This design comes from an exercise in tuning for small area, a short achievable clock period and few clock cycles per item on the open sky130 flow, not from production work.
Only simulation tests tie the RTL to the original design; equivalence was not proved.
No activity file was given, so power comes from the tool's default toggle rates.

`flow/run.sh`:
```
#!/bin/bash
# synth_recipe.tcl (not shown) runs the flow's synth.tcl, then flattens the netlist and writes it again
# the make line also repeats each setting of config.mk as NAME=value (left out here)
make -C /OpenROAD-flow-scripts/flow DESIGN_CONFIG=/design/flow/config.mk WORK_HOME=/design/flow/orfs CLKGATE_MAP_FILE= SYNTH_SCRIPT=/design/flow/synth_recipe.tcl finish
```
`flow/config.mk`:
```
export PLATFORM = sky130hd
export DESIGN_NAME = projection_char_segmenter
export DESIGN_NICKNAME = projection_char_segmenter
export VERILOG_FILES = /design/flow/design.v
export SDC_FILE = /design/flow/constraint.sdc
export NUM_CORES = 4
export LEC_CHECK = 0
export CAP_MARGIN = 20
export CORE_MARGIN = 2
export CORE_UTILIZATION = 40
export SLEW_MARGIN = 20
```
`flow/constraint.sdc`:
```
create_clock -name core_clock -period 7.0 [get_ports {aclk}]
set_input_delay 1.4000 -clock core_clock [delete_from_list [all_inputs] [get_ports {aclk}]]
set_output_delay 1.4000 -clock core_clock [all_outputs]
set_load 0.01 [all_outputs]
```
`flow/design.v`:
```
package pcs_pkg;
    localparam int MAX_WIDTH_DEF  = 256;
    localparam int MAX_HEIGHT_DEF = 64;
    localparam int NUM_CHARS_DEF  = 7;
    localparam int IMG_W_W      = 9;
    localparam int IMG_H_W      = 7;
    localparam int ROW_THR_W    = 9;
    localparam int COL_THR_W    = 7;
    localparam int CFG_DATA_W   = 9;
    localparam int CFG_INDEX_W  = 3;
    localparam logic [CFG_INDEX_W-1:0] REG_IMAGE_WIDTH   = 3'd0;
    localparam logic [CFG_INDEX_W-1:0] REG_IMAGE_HEIGHT  = 3'd1;
    localparam logic [CFG_INDEX_W-1:0] REG_ROW_THRESHOLD = 3'd2;
    localparam logic [CFG_INDEX_W-1:0] REG_COL_THRESHOLD = 3'd3;
    localparam logic [IMG_W_W-1:0]   IMAGE_WIDTH_RST   = 9'd256;
    localparam logic [IMG_H_W-1:0]   IMAGE_HEIGHT_RST  = 7'd64;
    localparam logic [ROW_THR_W-1:0] ROW_THRESHOLD_RST = 9'd10;
    localparam logic [COL_THR_W-1:0] COL_THRESHOLD_RST = 7'd5;
    localparam int PIXEL_W      = 8;
    localparam int CHAR_INDEX_W = 3;
    localparam int LEFT_W       = 8;
    localparam int TOP_W        = 7;
    localparam int BOX_WIDTH_W  = 9;
    localparam int BOX_HEIGHT_W = 7;
    typedef struct packed {
        logic start;
        logic eval;
    } scan_ctl_t;
    typedef struct packed {
        logic busy;
        logic done;
        logic report;
    } scan_stat_t;
endpackage
module pcs_ram #(
    parameter int WIDTH = 8,
    parameter int DEPTH = 256
) (
    input  logic                     aclk,
    input  logic                     we,
    input  logic [$clog2(DEPTH)-1:0] waddr,
    input  logic [WIDTH-1:0]         wdata,
    input  logic [$clog2(DEPTH)-1:0] raddr,
    output logic [WIDTH-1:0]         rdata
);
    logic [WIDTH-1:0] mem [DEPTH];
    logic [WIDTH-1:0] rdata_reg;
    always_ff @(posedge aclk) begin
        if (we) begin
            mem[waddr] <= wdata;
        end
        rdata_reg <= mem[raddr];
    end
    assign rdata = rdata_reg;
endmodule
import pcs_pkg::*;
module pcs_accum #(
    parameter int MAX_WIDTH  = pcs_pkg::MAX_WIDTH_DEF,
    parameter int MAX_HEIGHT = pcs_pkg::MAX_HEIGHT_DEF
) (
    input  logic                              aclk,
    input  logic                              aresetn,
    input  logic                              accept,
    input  logic [pcs_pkg::PIXEL_W-1:0]       pixel,
    input  logic                              flush,
    input  logic [pcs_pkg::IMG_W_W-1:0]       image_width,
    input  logic [pcs_pkg::IMG_H_W-1:0]       image_height,
    output logic [$clog2(MAX_WIDTH)-1:0]      col_raddr,
    output logic                              col_we,
    output logic [$clog2(MAX_WIDTH)-1:0]      col_waddr,
    output logic [$clog2(MAX_HEIGHT+1)-1:0]   col_wdata,
    input  logic [$clog2(MAX_HEIGHT+1)-1:0]   col_rdata,
    output logic                              row_we,
    output logic [$clog2(MAX_HEIGHT)-1:0]     row_waddr,
    output logic [$clog2(MAX_WIDTH+1)-1:0]    row_wdata,
    output logic                              image_end
);
    localparam int CAW = $clog2(MAX_WIDTH);
    localparam int RAW = $clog2(MAX_HEIGHT);
    localparam int CCW = $clog2(MAX_HEIGHT + 1);
    localparam int RCW = $clog2(MAX_WIDTH + 1);
    logic [CAW-1:0] col_pos_reg;
    logic [RAW-1:0] row_pos_reg;
    logic [RCW-1:0] row_acc_reg;
    logic           s1_valid_reg;
    logic [CAW-1:0] s1_addr_reg;
    logic           s1_fg_reg;
    logic           lw_valid_reg;
    logic [CAW-1:0] lw_addr_reg;
    logic [CCW-1:0] lw_data_reg;
    logic           fg;
    logic           col_last;
    logic           row_last;
    logic [RCW-1:0] row_sum;
    logic [CCW-1:0] col_base;
    logic [CCW-1:0] col_sum;
    int             w_int;
    int             h_int;
    always_comb begin
        w_int = (image_width == '0) ? 1 : ((int'(image_width) > MAX_WIDTH) ? MAX_WIDTH : int'(image_width));
        h_int = (image_height == '0) ? 1 : ((int'(image_height) > MAX_HEIGHT) ? MAX_HEIGHT : int'(image_height));
        fg       = |pixel;
        col_last = (int'(col_pos_reg) + 1) >= w_int;
        row_last = (int'(row_pos_reg) + 1) >= h_int;
        row_sum  = row_acc_reg + RCW'(fg);
        if (lw_valid_reg && (lw_addr_reg == s1_addr_reg)) begin
            col_base = lw_data_reg;
        end else begin
            col_base = col_rdata;
        end
        col_sum = col_base + CCW'(s1_fg_reg);
    end
    assign col_raddr = col_pos_reg;
    assign col_we    = s1_valid_reg;
    assign col_waddr = s1_addr_reg;
    assign col_wdata = col_sum;
    assign row_we    = accept && col_last;
    assign row_waddr = row_pos_reg;
    assign row_wdata = row_sum;
    assign image_end = accept && col_last && row_last;
    always_ff @(posedge aclk) begin
        if (!aresetn) begin
            col_pos_reg  <= '0;
            row_pos_reg  <= '0;
            row_acc_reg  <= '0;
            s1_valid_reg <= 1'b0;
            lw_valid_reg <= 1'b0;
        end else begin
            s1_valid_reg <= accept;
            if (flush) begin
                lw_valid_reg <= 1'b0;
            end else if (s1_valid_reg) begin
                lw_valid_reg <= 1'b1;
            end
            if (accept) begin
                if (col_last) begin
                    col_pos_reg <= '0;
                    row_acc_reg <= '0;
                    if (row_last) begin
                        row_pos_reg <= '0;
                    end else begin
                        row_pos_reg <= row_pos_reg + RAW'(1);
                    end
                end else begin
                    col_pos_reg <= col_pos_reg + CAW'(1);
                    row_acc_reg <= row_sum;
                end
            end
        end
    end
    always_ff @(posedge aclk) begin
        if (accept) begin
            s1_addr_reg <= col_pos_reg;
            s1_fg_reg   <= fg;
        end
        if (s1_valid_reg) begin
            lw_addr_reg <= s1_addr_reg;
            lw_data_reg <= col_sum;
        end
    end
endmodule
import pcs_pkg::*;
module pcs_scan #(
    parameter int MAX_WIDTH  = pcs_pkg::MAX_WIDTH_DEF,
    parameter int MAX_HEIGHT = pcs_pkg::MAX_HEIGHT_DEF,
    parameter int NUM_CHARS  = pcs_pkg::NUM_CHARS_DEF
) (
    input  logic                              aclk,
    input  logic                              aresetn,
    input  pcs_pkg::scan_ctl_t                ctl,
    input  logic [pcs_pkg::IMG_W_W-1:0]       image_width,
    input  logic [pcs_pkg::IMG_H_W-1:0]       image_height,
    input  logic [pcs_pkg::ROW_THR_W-1:0]     row_threshold,
    input  logic [pcs_pkg::COL_THR_W-1:0]     col_threshold,
    output logic [$clog2(MAX_WIDTH)-1:0]      col_raddr,
    output logic                              col_we,
    output logic [$clog2(MAX_WIDTH)-1:0]      col_waddr,
    output logic [$clog2(MAX_HEIGHT+1)-1:0]   col_wdata,
    input  logic [$clog2(MAX_HEIGHT+1)-1:0]   col_rdata,
    output logic [$clog2(MAX_HEIGHT)-1:0]     row_raddr,
    input  logic [$clog2(MAX_WIDTH+1)-1:0]    row_rdata,
    output logic [NUM_CHARS-1:0][$clog2(MAX_WIDTH)-1:0] edge_start,
    output logic [NUM_CHARS-1:0][$clog2(MAX_WIDTH)-1:0] edge_end,
    output logic [$clog2(MAX_HEIGHT+1)-1:0]   top_offset,
    output logic [$clog2(MAX_HEIGHT+1)-1:0]   band_height,
    output pcs_pkg::scan_stat_t               stat
);
    localparam int CAW       = $clog2(MAX_WIDTH);
    localparam int RAW       = $clog2(MAX_HEIGHT);
    localparam int HCW       = $clog2(MAX_HEIGHT + 1);
    localparam int SWEEP_LEN = (MAX_WIDTH > MAX_HEIGHT) ? MAX_WIDTH : MAX_HEIGHT;
    localparam int IW        = $clog2(SWEEP_LEN + 1);
    localparam int NUM_EDGES = 2 * NUM_CHARS;
    localparam int EW        = $clog2(NUM_EDGES + 1);
    localparam int CIW       = (NUM_CHARS > 1) ? $clog2(NUM_CHARS) : 1;
    logic           busy_reg;
    logic           eval_reg;
    logic [IW-1:0]  idx_reg;
    logic           p_valid_reg;
    logic [IW-1:0]  p_idx_reg;
    logic [EW-1:0]  ecnt_reg;
    logic           inside_reg;
    logic [HCW-1:0] top_reg;
    logic [HCW-1:0] band_reg;
    logic [NUM_CHARS-1:0][CAW-1:0] start_reg;
    logic [NUM_CHARS-1:0][CAW-1:0] end_reg;
    logic           issue;
    logic           last_p;
    logic           col_live;
    logic           row_live;
    logic           rise;
    logic           fall;
    logic [CIW-1:0] pair_sel;
    int             w_int;
    int             h_int;
    always_comb begin
        w_int = (image_width == '0) ? 1 : ((int'(image_width) > MAX_WIDTH) ? MAX_WIDTH : int'(image_width));
        h_int = (image_height == '0) ? 1 : ((int'(image_height) > MAX_HEIGHT) ? MAX_HEIGHT : int'(image_height));
        issue    = busy_reg && (int'(idx_reg) < SWEEP_LEN);
        last_p   = p_valid_reg && (int'(p_idx_reg) == SWEEP_LEN - 1);
        col_live = eval_reg && p_valid_reg && (int'(p_idx_reg) < w_int)
                   && (int'(ecnt_reg) < NUM_EDGES);
        row_live = eval_reg && p_valid_reg && (int'(p_idx_reg) < h_int);
        rise     = col_live && !inside_reg
                   && (int'(col_rdata) > int'(col_threshold));
        fall     = col_live && inside_reg
                   && (int'(col_rdata) < int'(col_threshold));
        pair_sel = CIW'(ecnt_reg >> 1);
    end
    assign col_raddr   = CAW'(idx_reg);
    assign row_raddr   = RAW'(idx_reg);
    assign col_we      = p_valid_reg && (int'(p_idx_reg) < MAX_WIDTH);
    assign col_waddr   = CAW'(p_idx_reg);
    assign col_wdata   = '0;
    assign edge_start  = start_reg;
    assign edge_end    = end_reg;
    assign top_offset  = top_reg;
    assign band_height = band_reg;
    assign stat.busy   = busy_reg;
    assign stat.done   = last_p;
    assign stat.report = last_p && eval_reg;
    always_ff @(posedge aclk) begin
        if (!aresetn) begin
            busy_reg    <= 1'b0;
            eval_reg    <= 1'b0;
            idx_reg     <= '0;
            p_valid_reg <= 1'b0;
            ecnt_reg    <= '0;
            inside_reg  <= 1'b0;
        end else begin
            p_valid_reg <= issue;
            if (ctl.start) begin
                busy_reg   <= 1'b1;
                eval_reg   <= ctl.eval;
                idx_reg    <= '0;
                ecnt_reg   <= '0;
                inside_reg <= 1'b0;
            end else begin
                if (last_p) begin
                    busy_reg <= 1'b0;
                end
                if (issue) begin
                    idx_reg <= idx_reg + IW'(1);
                end
                if (rise || fall) begin
                    ecnt_reg   <= ecnt_reg + EW'(1);
                    inside_reg <= rise;
                end
            end
        end
    end
    always_ff @(posedge aclk) begin
        p_idx_reg <= idx_reg;
        if (ctl.start) begin
            top_reg  <= '0;
            band_reg <= '0;
            for (int i = 0; i < NUM_CHARS; i++) begin
                start_reg[i] <= '0;
                end_reg[i]   <= '0;
            end
        end else begin
            if (rise) begin
                start_reg[pair_sel] <= CAW'(p_idx_reg);
            end
            if (fall) begin
                end_reg[pair_sel] <= CAW'(p_idx_reg);
            end
            if (row_live) begin
                if (int'(row_rdata) > int'(row_threshold)) begin
                    band_reg <= band_reg + HCW'(1);
                end
                if ((int'(p_idx_reg) <= (h_int >> 1))
                        && (int'(row_rdata) < int'(row_threshold))) begin
                    top_reg <= top_reg + HCW'(1);
                end
            end
        end
    end
endmodule
import pcs_pkg::*;
module projection_char_segmenter #(
    parameter int MAX_WIDTH  = pcs_pkg::MAX_WIDTH_DEF,
    parameter int MAX_HEIGHT = pcs_pkg::MAX_HEIGHT_DEF,
    parameter int NUM_CHARS  = pcs_pkg::NUM_CHARS_DEF
) (
    input  logic                                aclk,
    input  logic                                aresetn,
    input  logic                                s_valid,
    output logic                                s_ready,
    input  logic [pcs_pkg::PIXEL_W-1:0]         s_pixel,
    output logic                                m_valid,
    input  logic                                m_ready,
    output logic [pcs_pkg::CHAR_INDEX_W-1:0]    m_char_index,
    output logic [pcs_pkg::LEFT_W-1:0]          m_left,
    output logic [pcs_pkg::TOP_W-1:0]           m_top,
    output logic [pcs_pkg::BOX_WIDTH_W-1:0]     m_box_width,
    output logic [pcs_pkg::BOX_HEIGHT_W-1:0]    m_box_height,
    output logic                                m_last,
    input  logic                                cfg_valid,
    output logic                                cfg_ready,
    input  logic [pcs_pkg::CFG_INDEX_W-1:0]     cfg_index,
    input  logic [pcs_pkg::CFG_DATA_W-1:0]      cfg_data
);
    localparam int CAW = $clog2(MAX_WIDTH);
    localparam int RAW = $clog2(MAX_HEIGHT);
    localparam int CCW = $clog2(MAX_HEIGHT + 1);
    localparam int RCW = $clog2(MAX_WIDTH + 1);
    localparam int HCW = $clog2(MAX_HEIGHT + 1);
    localparam int CIW = (NUM_CHARS > 1) ? $clog2(NUM_CHARS) : 1;
    localparam logic [CIW-1:0] LAST_K = CIW'(NUM_CHARS - 1);
    localparam logic [2:0] ST_INIT  = 3'd0;
    localparam logic [2:0] ST_RUN   = 3'd1;
    localparam logic [2:0] ST_DRAIN = 3'd2;
    localparam logic [2:0] ST_SWEEP = 3'd3;
    localparam logic [2:0] ST_LOAD  = 3'd4;
    localparam logic [2:0] ST_OUT   = 3'd5;
    logic [2:0]             state_reg;
    logic [2:0]             state_next;
    logic [IMG_W_W-1:0]     image_width_reg;
    logic [IMG_H_W-1:0]     image_height_reg;
    logic [ROW_THR_W-1:0]   row_threshold_reg;
    logic [COL_THR_W-1:0]   col_threshold_reg;
    logic                   m_valid_reg;
    logic [CIW-1:0]         k_reg;
    logic [CHAR_INDEX_W-1:0] m_char_index_reg;
    logic [LEFT_W-1:0]      m_left_reg;
    logic [TOP_W-1:0]       m_top_reg;
    logic [BOX_WIDTH_W-1:0] m_box_width_reg;
    logic [BOX_HEIGHT_W-1:0] m_box_height_reg;
    logic                   m_last_reg;
    logic                   s_accept;
    logic                   m_accept;
    logic                   box_load;
    logic [CIW-1:0]         box_sel;
    logic [CAW-1:0]         sel_start;
    logic [CAW-1:0]         sel_end;
    logic [BOX_WIDTH_W-1:0] sel_width;
    pcs_pkg::scan_ctl_t     scan_ctl;
    pcs_pkg::scan_stat_t    scan_stat;
    logic [CAW-1:0]         acc_col_raddr;
    logic                   acc_col_we;
    logic [CAW-1:0]         acc_col_waddr;
    logic [CCW-1:0]         acc_col_wdata;
    logic                   row_we;
    logic [RAW-1:0]         row_waddr;
    logic [RCW-1:0]         row_wdata;
    logic                   image_end;
    logic [CAW-1:0]         scn_col_raddr;
    logic                   scn_col_we;
    logic [CAW-1:0]         scn_col_waddr;
    logic [CCW-1:0]         scn_col_wdata;
    logic [RAW-1:0]         row_raddr;
    logic [CAW-1:0]         col_raddr;
    logic                   col_we;
    logic [CAW-1:0]         col_waddr;
    logic [CCW-1:0]         col_wdata;
    logic [CCW-1:0]         col_rdata;
    logic [RCW-1:0]         row_rdata;
    logic [NUM_CHARS-1:0][CAW-1:0] edge_start;
    logic [NUM_CHARS-1:0][CAW-1:0] edge_end;
    logic [HCW-1:0]         top_offset;
    logic [HCW-1:0]         band_height;
    assign s_ready   = (state_reg == ST_RUN);
    assign s_accept  = s_valid && s_ready;
    assign m_accept  = m_valid_reg && m_ready;
    assign cfg_ready = 1'b1;
    assign scan_ctl.start = (state_reg == ST_INIT) || (state_reg == ST_DRAIN);
    assign scan_ctl.eval  = (state_reg == ST_DRAIN);
    always_comb begin
        state_next = state_reg;
        case (state_reg)
            ST_INIT: begin
                state_next = ST_SWEEP;
            end
            ST_RUN: begin
                if (image_end) begin
                    state_next = ST_DRAIN;
                end
            end
            ST_DRAIN: begin
                state_next = ST_SWEEP;
            end
            ST_SWEEP: begin
                if (scan_stat.report) begin
                    state_next = ST_LOAD;
                end else if (scan_stat.done) begin
                    state_next = ST_RUN;
                end
            end
            ST_LOAD: begin
                state_next = ST_OUT;
            end
            ST_OUT: begin
                if (m_accept && (k_reg == LAST_K)) begin
                    state_next = ST_RUN;
                end
            end
            default: begin
                state_next = ST_INIT;
            end
        endcase
    end
    always_comb begin
        box_load  = (state_reg == ST_LOAD)
                    || ((state_reg == ST_OUT) && m_accept && (k_reg != LAST_K));
        box_sel   = (state_reg == ST_LOAD) ? '0 : k_reg + CIW'(1);
        sel_start = edge_start[box_sel];
        sel_end   = edge_end[box_sel];
        if (sel_end > sel_start) begin
            sel_width = BOX_WIDTH_W'(sel_end - sel_start);
        end else begin
            sel_width = '0;
        end
    end
    always_ff @(posedge aclk) begin
        if (!aresetn) begin
            state_reg         <= ST_INIT;
            m_valid_reg       <= 1'b0;
            k_reg             <= '0;
            image_width_reg   <= IMAGE_WIDTH_RST;
            image_height_reg  <= IMAGE_HEIGHT_RST;
            row_threshold_reg <= ROW_THRESHOLD_RST;
            col_threshold_reg <= COL_THRESHOLD_RST;
        end else begin
            state_reg <= state_next;
            if (cfg_valid && cfg_ready) begin
                case (cfg_index)
                    REG_IMAGE_WIDTH:   image_width_reg   <= cfg_data[IMG_W_W-1:0];
                    REG_IMAGE_HEIGHT:  image_height_reg  <= cfg_data[IMG_H_W-1:0];
                    REG_ROW_THRESHOLD: row_threshold_reg <= cfg_data[ROW_THR_W-1:0];
                    REG_COL_THRESHOLD: col_threshold_reg <= cfg_data[COL_THR_W-1:0];
                    default: begin
                    end
                endcase
            end
            if (box_load) begin
                m_valid_reg <= 1'b1;
                k_reg       <= box_sel;
            end else if (m_accept) begin
                m_valid_reg <= 1'b0;
            end
        end
    end
    always_ff @(posedge aclk) begin
        if (box_load) begin
            m_char_index_reg <= CHAR_INDEX_W'(box_sel);
            m_left_reg       <= LEFT_W'(sel_start);
            m_top_reg        <= TOP_W'(top_offset);
            m_box_width_reg  <= sel_width;
            m_box_height_reg <= BOX_HEIGHT_W'(band_height);
            m_last_reg       <= (box_sel == LAST_K);
        end
    end
    assign m_valid      = m_valid_reg;
    assign m_char_index = m_char_index_reg;
    assign m_left       = m_left_reg;
    assign m_top        = m_top_reg;
    assign m_box_width  = m_box_width_reg;
    assign m_box_height = m_box_height_reg;
    assign m_last       = m_last_reg;
    always_comb begin
        if (scan_stat.busy) begin
            col_raddr = scn_col_raddr;
            col_we    = scn_col_we;
            col_waddr = scn_col_waddr;
            col_wdata = scn_col_wdata;
        end else begin
            col_raddr = acc_col_raddr;
            col_we    = acc_col_we;
            col_waddr = acc_col_waddr;
            col_wdata = acc_col_wdata;
        end
    end
    pcs_accum #(
        .MAX_WIDTH  (MAX_WIDTH),
        .MAX_HEIGHT (MAX_HEIGHT)
    ) u_accum (
        .aclk         (aclk),
        .aresetn      (aresetn),
        .accept       (s_accept),
        .pixel        (s_pixel),
        .flush        (scan_ctl.start),
        .image_width  (image_width_reg),
        .image_height (image_height_reg),
        .col_raddr    (acc_col_raddr),
        .col_we       (acc_col_we),
        .col_waddr    (acc_col_waddr),
        .col_wdata    (acc_col_wdata),
        .col_rdata    (col_rdata),
        .row_we       (row_we),
        .row_waddr    (row_waddr),
        .row_wdata    (row_wdata),
        .image_end    (image_end)
    );
    pcs_scan #(
        .MAX_WIDTH  (MAX_WIDTH),
        .MAX_HEIGHT (MAX_HEIGHT),
        .NUM_CHARS  (NUM_CHARS)
    ) u_scan (
        .aclk          (aclk),
        .aresetn       (aresetn),
        .ctl           (scan_ctl),
        .image_width   (image_width_reg),
        .image_height  (image_height_reg),
        .row_threshold (row_threshold_reg),
        .col_threshold (col_threshold_reg),
        .col_raddr     (scn_col_raddr),
        .col_we        (scn_col_we),
        .col_waddr     (scn_col_waddr),
        .col_wdata     (scn_col_wdata),
        .col_rdata     (col_rdata),
        .row_raddr     (row_raddr),
        .row_rdata     (row_rdata),
        .edge_start    (edge_start),
        .edge_end      (edge_end),
        .top_offset    (top_offset),
        .band_height   (band_height),
        .stat          (scan_stat)
    );
    pcs_ram #(
        .WIDTH (CCW),
        .DEPTH (MAX_WIDTH)
    ) u_col_ram (
        .aclk  (aclk),
        .we    (col_we),
        .waddr (col_waddr),
        .wdata (col_wdata),
        .raddr (col_raddr),
        .rdata (col_rdata)
    );
    pcs_ram #(
        .WIDTH (RCW),
        .DEPTH (MAX_HEIGHT)
    ) u_row_ram (
        .aclk  (aclk),
        .we    (row_we),
        .waddr (row_waddr),
        .wdata (row_wdata),
        .raddr (row_raddr),
        .rdata (row_rdata)
    );
endmodule
```
==> impl_metrics.yaml <==
run_status:
  status: "complete, no violations"
route:
  drc: 0
  vias: 61600
  routed_via_density: 5.68
  drt_iter0_markers: 6278
  dr.pass1.iters: 6
  antenna_left: 0
  wl_mm: 277
  wire_per_inst_um: 25.6
global_route:
  grt_pass1_vias: 60400
  grt_max_degree: 213
  grt_overflow: 0
  antenna_found_initial: 4
  track_usage: 0.201
  grt_pass1_wl_mm: 409
power:
  ir_worst_vdd_mv: 0.220
  powerDensity_mw_per_mm2: 286
  leakagePower_uw: 0.0362
  power.total_uw: 34200
place:
  post-dp-hpwl_mm: 162
  dp_cells: 10400
  pre_cts_slack_ns: 1.76
  gp_congestion: 0.873
  io_buffers: 61
min_path:
  hold_path_class: "flop to flop"
clocking:
  clkSinkCount: 2659
  root_buffer: "clkbuf_16"
  clk_pin_slew_worst_paths_ns: 0.06
  clockBufferDepth: 4
  cts_tree: "yes"
  clk_latency_ns: 0.94
  numCtsBuffers: 287
  postCtsHoldBufs: 0
  cts_max_level: 5
  cts_setup_buffers: 0
  cts.repair.resized: 0
synthesis:
  syn_area_mm2: 0.106
  yosysTopAreaCell: "edfxtp_1"
  synth_edf_count: 2427
  ys_ff_latch: 2659
  yosys_most_used_dff: "edfxtp_1"
  synth_warnings: 5
  syn_inst: 7100
  synth_area_leaders: "edfxtp_1 69%, mux4_2 4.9%, dfxtp_1 4.4%, nand2_1 4.1%, mux2i_1 3.5%"
  synthArstFlopShare: 0
  ys_types: 83
  syn_area_per_cell_um2: 15.0
  synth_top_area_share: 0.686
  ys_seq_area_frac: 0.730
  syn_nets: 7203
worst_setup_path:
  setup.worst_path.start_class: "flop"
  required_ns: 7.62
  cp_max_fo: 28
  critPathKind: "flop to flop"
  crit_arrival_ns: 6.01
  end_kind: "flop"
sta:
  finalSetupTns_ns: 0
  setup_viol: 0
  final.setup.worst_slack_ns: 1.61
  maxSlewHeadroom: 0.263
  fin_crit_sh: 0.771
  whs_ns: 0.433
  rsz0062_at_grt: "false"
  slew_violations: 0
  hold_violations: 0
  fmax_ghz: 0.185
  tightest_slew_ns: 1.08
  fin_crit_ns: 5.39
  clock_skew_ns: 0.0544
floorplan:
  fp.dieH_um: 519
  rows: 189
  ios: 63
  dieArea_mm2: 0.270
  core_area_mm2: 0.265
  initial_utilization: 0.401
  die_x_um: 519
layout:
  area_growth_pct: 12.6
  largest_reg_flops: 1792
  fin_cells: 10800
  seq_area_mm2: 0.0775
  drive_above_1_share: 0.108
  multiInputGateArea_mm2: 0.0270
  reg_top3: "u_col_ram.mem: 1792 flops, u_row_ram.mem: 576 flops"
  finish.net_count: 7220
  largest-register: "u_col_ram.mem"
  fillCellCount: 22800
job:
  max-cap-violations: 0
==> final cells by class <==
cell class,count,area share
diodes,1,0.0000209
clock buffers,362,0.0645
clock inverters,121,0.00741
inverters,69,0.00217
multi-input cells,3928,0.225
flip-flops and latches,2659,0.648
well taps,3533,0.0370
repair buffers,172,0.0151
==> metal layers <==
| layer | global-route usage | part of all wire | vias to the layer above |
|---|---|---|---|
| met1 | 0.277 | 0.42 | 31400 |
| met5 | 0 | 0 | - |
| met3 | 0.0351 | 0.074 | 454 |
| met4 | 0.0648 | 0.030 | 0 |
| li1 | - | - | 27300 |
| met2 | 0.324 | 0.48 | 2445 |
==> critical path: stages, from the launching register on <==
cell and delay, ns:
dfxtp_1 0.31, buf_4 0.31, inv_2 0.13, ha_1 0.54, inv_1 0.25, nand2_1 0.38, inv_2 0.42, nand2_1 0.09
a31oi_1 0.19, a21oi_1 0.11, a21oi_1 0.33, ha_1 0.31, nor2b_1 0.13, o21ai_0 0.25, a21oi_1 0.14, o21ai_0 0.23
a21oi_1 0.13, o21a_1 0.19, o21ai_1 0.43, a2111oi_0 0.21
==> through the flow <==
| step | util | cell area [µm²] |
|---|---|---|
| 2_1_floorplan | - | 106000 |
| 3_3_place_gp | 0.419 | 111000 |
| 3_5_place_dp | 0.419 | 111000 |
| 4_1_cts | 0.452 | 119000 |
| 5_1_grt | 0.452 | 120000 |
| 6_report | 0.452 | 120000 |
==> power breakdown <==
group          leakage (µW)  internal [µW]  switching [µW]
clock network       0.00420           8170            5970
registers            0.0231          17900            60.1
logic               0.00887            519            1600
==> cell families after synthesis <==
family          after synthesis  synth area share
other cells                   1         0.0000353
compound gates              984            0.0635
buf+inv                     513            0.0201
flops                      2659             0.730
xor+xnor                     50           0.00412
mux                         615            0.0853
simple gates               2200            0.0878
fa+ha+maj                    78           0.00926
==> synthesized netlist by cell type, drive strengths merged (96+ instances only) <==
cell type	count
nand2	1169
a21oi	187
clkbuf	281
buf	163
dfxtp	232
o2bb2ai	96
nor2	420
mux4	231
mux2i	376
o22ai	181
nand3	387
edfxtp	2427
a31oi	138
==> worst paths after layout <==
kind	slack [ns]	from	cells past startpoint	end
setup / recovery	1.61	k_reg[0]	19	m_box_width_reg[3]
hold / removal	0.43	u_scan.idx_reg[8]	0	u_scan.p_idx_reg[8]
setup reg to reg	1.61	k_reg[0]	19	m_box_width_reg[3]
hold reg to reg	0.43	u_scan.idx_reg[8]	0	u_scan.p_idx_reg[8]
==> layout by cell type, fill, tap and decap left out, types with 81 or more instances in the layout <==
| cell type | Yosys | final |
|---|---|---|
| nor2_1 | 420 | 418 |
| a21oi_1 | 187 | 187 |
| o2bb2ai_1 | 96 | 96 |
| o22ai_1 | 181 | 181 |
| nand3_1 | 387 | 387 |
| edfxtp_1 | 2427 | 2427 |
| mux4_2 | 231 | 231 |
| a31oi_1 | 137 | 136 |
| dfxtp_1 | 232 | 228 |
| buf_4 | 20 | 81 |
| mux2i_1 | 376 | 372 |
| nand2_1 | 1169 | 1166 |
| clkbuf_16 | 0 | 296 |
Testbench counts, summed over its fixed seeds: cycles 386,136, images 160.

[re-timing with driven ports]
The results above use ideal ports. As a check the final layout listed here was re-extracted and re-timed, cells and wires unchanged.
Step 1, drivers: a clkbuf_16 drives aclk and a buf_2 each remaining input, both assumed.
Step 2 times the ports against the registers' clock, not the clock port: input delays grow and output delays shrink by t, the midpoint of the rising clock arrivals with the driver on.
Slacks: no drivers / after step 1 / after step 2; pairs: no drivers / after step 1.
t, ns: 1.015
setup WS [ns]: 1.605 / 1.605 / 1.605
worst data-port slew with drivers (ns): 0.05
After both steps setup and hold are still met in this run. For this run, drivers alone change the setup slack by 0.000 ns; drivers and shift together by 0.000 ns.
